From an optimization exercise on the open Yosys and OpenROAD flow, aimed at small area, a short achievable clock period and few clock cycles; shortcuts taken in it are not production practice. The RTL was checked by simulation tests, not by an equivalence proof against the original design. Power and IR drop assume default switching activity.

==> flow/design.v (excerpt) <==
module packet_truncate_ipv4_fixup_unit (
  input  logic        clk_i,
  input  logic        rst_ni,
  input  logic        cfg_we_i,
  input  logic        cfg_idx_i,
  input  logic [15:0] cfg_wdata_i,
  input  logic        s_axis_tvalid,
  output logic        s_axis_tready,
  input  logic [23:0] s_axis_tdata,    
  input  logic        s_axis_tlast,
  output logic        m_axis_tvalid,
  input  logic        m_axis_tready,
  output logic [7:0]  m_axis_tdata,    
  output logic        m_axis_tlast
);
For scale: ~1900 cells after synthesis, ~640 flip-flops, ~0.027 mm^2 of cells after synthesis.
==> flow/config.mk <==
export PLATFORM = sky130hd
export DESIGN_NAME = packet_truncate_ipv4_fixup_unit
export DESIGN_NICKNAME = packet_truncate_ipv4_fixup_unit
export VERILOG_FILES = /design/flow/design.v
export SDC_FILE = /design/flow/constraint.sdc
export NUM_CORES = 4
export LEC_CHECK = 0
export CAP_MARGIN = 20
export CORE_MARGIN = 2
export CORE_UTILIZATION = 40
export CTS_CLUSTER_DIAMETER = 110
export CTS_CLUSTER_SIZE = 26
export GPL_ROUTABILITY_DRIVEN = 0
export PLACE_DENSITY = 0.6
export SETUP_SLACK_MARGIN = 3.1
export SLEW_MARGIN = 20
==> flow/constraint.sdc <==
create_clock -name core_clock -period 5.5 [get_ports {clk_i}]
set_input_delay 1.1000 -clock core_clock [delete_from_list [all_inputs] [get_ports {clk_i}]]
set_output_delay 1.1000 -clock core_clock [all_outputs]
set_load 0.01 [all_outputs]
run.sh (not shown) runs the stock make flow with config.mk's settings and CLKGATE_MAP_FILE= SYNTH_SCRIPT=/design/flow/synth_recipe.tcl, a recipe that flattens the netlist after the stock synthesis.
Testbench counts at the start, summed over its fixed seeds: cycles 243,794.
Change:
--- a/flow/config.mk
+++ b/flow/config.mk
@@ -10,5 +10,4 @@
-export CORE_UTILIZATION = 40
-export CTS_CLUSTER_DIAMETER = 110
-export CTS_CLUSTER_SIZE = 26
-export GPL_ROUTABILITY_DRIVEN = 0
-export PLACE_DENSITY = 0.6
+export CORE_UTILIZATION = 50
+export CTS_CLUSTER_DIAMETER = 120
+export CTS_CLUSTER_SIZE = 30
+export PLACE_DENSITY = 0.7
The changed run produced a clean layout; core utilization goes up by 11 points; wire length goes down by about 7%; total power goes down by about 3.2%; final area goes down by about 1.2%; cell count goes down by 6.7%; sequential cell count stays the same; register-to-register slack gets better by 0.03 ns; critical path depth is unchanged; clock power goes down by 9.4%; count of clock-buffer cells in the layout goes down by 6.

========
packet_truncate_ipv4_fixup_unit again, from the RTL that the note above started with.
clock: 5.5 ns
lec_check: 0
cap_margin: 20
core_margin: 2
core_utilization: 50
cts_cluster_diameter: 110
cts_cluster_size: 26
place_density: 0.75
setup_slack_margin: 3.1
slew_margin: 20
The baseline completed without violations.
Testbench counts at the start, summed over its fixed seeds: cycles 243,794.
==> next run, changes <==
- CORE_UTILIZATION: 50 -> 45
- PLACE_DENSITY: 0.75 -> 0.65
The changed run produced a clean layout.
Synthesized cell count stays the same.
Non-clock buffer count grows by 4.
Die area climbs by roughly a tenth.
First-iteration DRC count is lower by about a fifth.
Power is higher slightly.
Flip-flop and latch count does not change.
Cell area grows slightly.
==> next run, changes <==
- CORE_UTILIZATION: 45 -> 50
- PLACE_DENSITY: 0.65 -> 0.7
Result:
- wire length shrinks by about 4%
- area after synthesis does not change
- final cell count shrinks by 3.9%
- fmax grows by about 2.3%
- hold slack is better by 24 ps

========
Starting RTL as in the previous note.
Settings: LEC_CHECK=0, CAP_MARGIN=20, CORE_MARGIN=2, CORE_UTILIZATION=40, CTS_CLUSTER_DIAMETER=110, CTS_CLUSTER_SIZE=26, PLACE_DENSITY=0.6, SETUP_SLACK_MARGIN=3.1, SLEW_MARGIN=20; clock period 5.5 ns.
Testbench counts at the start, summed over its fixed seeds: cycles 243,794.
Edit:
CORE_UTILIZATION = 50   (was 40)
PLACE_DENSITY = 0.7   (was 0.6)
SETUP_SLACK_MARGIN = 2.95   (was 3.1)
The new run finished clean; sequential share of layout area rose by 1.1 points; global-route usage came out higher by 3.4 points; cell area goes down by 1.8%; fmax decreases by 5.2%; die area falls by 20%; sequential cell count stays the same; total power fell by 3.2%; routed wire length drops by 5.6%; non-clock buffer count drops by 18.
Edit:
CORE_UTILIZATION = 40   (was 50)
CTS_CLUSTER_DIAMETER = not set   (was 110)
CTS_CLUSTER_SIZE = not set   (was 26)
PLACE_DENSITY = 0.6   (was 0.7)
SETUP_SLACK_MARGIN = 3.1   (was 2.95)
Sequential share of layout area decreases by 3.8 points.
Routed wire length is higher by 7.5%.
Synthesized cell count is unchanged.
Worst hold slack is about the same.
Die area grows by about 25%.
Power climbs by about 20%.
Edit:
CORE_UTILIZATION = 50   (was 40)
CTS_CLUSTER_DIAMETER = 110   (was not set)
CTS_CLUSTER_SIZE = 26   (was not set)
PLACE_DENSITY = 0.7   (was 0.6)
SETUP_SLACK_MARGIN = 3.2   (was 3.1)
After rerunning: First-iteration DRC count went up by 12%; clock-buffer cell count went down by 46; worst setup slack is worse by 0.045 ns; non-clock buffer count went up by 21; synthesized area stays the same; wire length went down by 7.9%; total power went down by 13%; fmax went down by 1.8%; clock power went down by 48%; design area went down by 3.5%.
Edit:
CORE_UTILIZATION = 60   (was 50)
PLACE_DENSITY = 0.8   (was 0.7)
SETUP_SLACK_MARGIN = 3.1   (was 3.2)
Effect: Die area decreases by 16%; synthesized cell count does not change; area after synthesis is unchanged; clock power stays flat; register-to-register slack loses 0.07 ns.
Edit:
CORE_UTILIZATION = 50   (was 60)
PLACE_DENSITY = 0.7   (was 0.8)
TNS_END_PERCENT = 50   (was not set)
Die area grows by 20%.
Hold slack stays flat.
Worst setup slack is better by 0.023 ns.
Via count stays flat.

========
packet_truncate_ipv4_fixup_unit again, from the RTL that the note above started with.
==> flow/config.mk <==
export PLATFORM = sky130hd
export DESIGN_NAME = packet_truncate_ipv4_fixup_unit
export DESIGN_NICKNAME = packet_truncate_ipv4_fixup_unit
export VERILOG_FILES = /design/flow/design.v
export SDC_FILE = /design/flow/constraint.sdc
export NUM_CORES = 4
export LEC_CHECK = 0
export CAP_MARGIN = 20
export CORE_MARGIN = 2
export CORE_UTILIZATION = 50
export CTS_CLUSTER_DIAMETER = 110
export CTS_CLUSTER_SIZE = 26
export PLACE_DENSITY = 0.65
export SETUP_SLACK_MARGIN = 3.1
export SLEW_MARGIN = 20
==> flow/constraint.sdc <==
create_clock -name core_clock -period 5.5 [get_ports {clk_i}]
set_input_delay 1.1000 -clock core_clock [delete_from_list [all_inputs] [get_ports {clk_i}]]
set_output_delay 1.1000 -clock core_clock [all_outputs]
set_load 0.01 [all_outputs]
Testbench counts at the start, summed over its fixed seeds: cycles 243,794.
Then changed:
--- a/flow/config.mk
+++ b/flow/config.mk
@@ -9,6 +9,6 @@
 export CORE_MARGIN = 2
-export CORE_UTILIZATION = 50
-export CTS_CLUSTER_DIAMETER = 110
-export CTS_CLUSTER_SIZE = 26
-export PLACE_DENSITY = 0.65
+export CORE_UTILIZATION = 40
+export CTS_CLUSTER_DIAMETER = 100
+export CTS_CLUSTER_SIZE = 22
+export PLACE_DENSITY = 0.6
 export SETUP_SLACK_MARGIN = 3.1
The new run finished with timing, DRC and antenna clean.
Sequential share of layout area went down by 0.48 points.
Combinational power decreases by about 4%.
Sequential power stays flat.
Setup slack improves by 0.12 ns.
Via count shrinks by 0.51%.
Hold slack stays flat.
Then changed:
--- a/flow/config.mk
+++ b/flow/config.mk
@@ -10,4 +10,4 @@
 export CORE_UTILIZATION = 40
-export CTS_CLUSTER_DIAMETER = 100
-export CTS_CLUSTER_SIZE = 22
+export CTS_CLUSTER_DIAMETER = 120
+export CTS_CLUSTER_SIZE = 30
 export PLACE_DENSITY = 0.6
Outcome:
- final cell count goes up by 0.36%
- via count goes up by 0.98%
- clock-buffer cell count goes down by 2
- global-route usage barely changes

==> separate check: timing with driven ports <==
How much do the figures lean on ideal ports? The routed layouts below were timed once more, with nothing changed but the port constraints.
Step 1 assumes that a clkbuf_16 drives the clock port and a buf_2 every other input.
Step 2 moves the port delays by t, midway between the first and last clock arrival at a register: inputs arrive t later, outputs are due t later. That takes back most of the time a late clock gives input paths.
Slacks: ideal / step 1 / step 2; pairs: ideal / step 1.
run | t, ns | setup WS [ns] | latest minus earliest clock arrival (ns)
the first run of note 1 | 0.676 | 3.067 / 3.034 / 2.497 | 0.055 / 0.055
the second run of note 1 | 0.647 | 3.096 / 3.091 / 2.499 | 0.047 / 0.047
the first run of note 2 | 0.678 | 3.015 / 3.015 / 2.565 | 0.021 / 0.021
the second run of note 2 | 0.671 | 3.047 / 3.047 / 2.506 | 0.038 / 0.038
the third run of note 2 | 0.679 | 3.102 / 3.097 / 2.526 | 0.030 / 0.031
the first run of note 3 | 0.676 | 3.067 / 3.034 / 2.497 | 0.055 / 0.055
the second run of note 3 | 0.678 | 2.933 / 2.938 / 2.279 | 0.035 / 0.035
the third run of note 3 | 0.673 | 3.075 / 3.067 / 2.484 | 0.038 / 0.038
the fourth run of note 3 | 0.665 | 3.030 / 3.030 / 2.509 | 0.024 / 0.023
the fifth run of note 3 | 0.676 | 2.958 / 2.958 / 2.507 | 0.021 / 0.022
the sixth run of note 3 | 0.677 | 2.981 / 2.918 / 2.383 | 0.038 / 0.038
the first run of note 4 | 0.675 | 2.855 / 2.855 / 2.470 | 0.031 / 0.030
the second run of note 4 | 0.651 | 2.979 / 2.979 / 2.571 | 0.039 / 0.038
the third run of note 4 | 0.659 | 3.043 / 3.035 / 2.514 | 0.039 / 0.039
After both steps setup and hold are still met in every run listed. The setup slack of the second run of note 3, which loses most, moves by +0.005 ns with the drivers and by -0.654 ns with both steps.
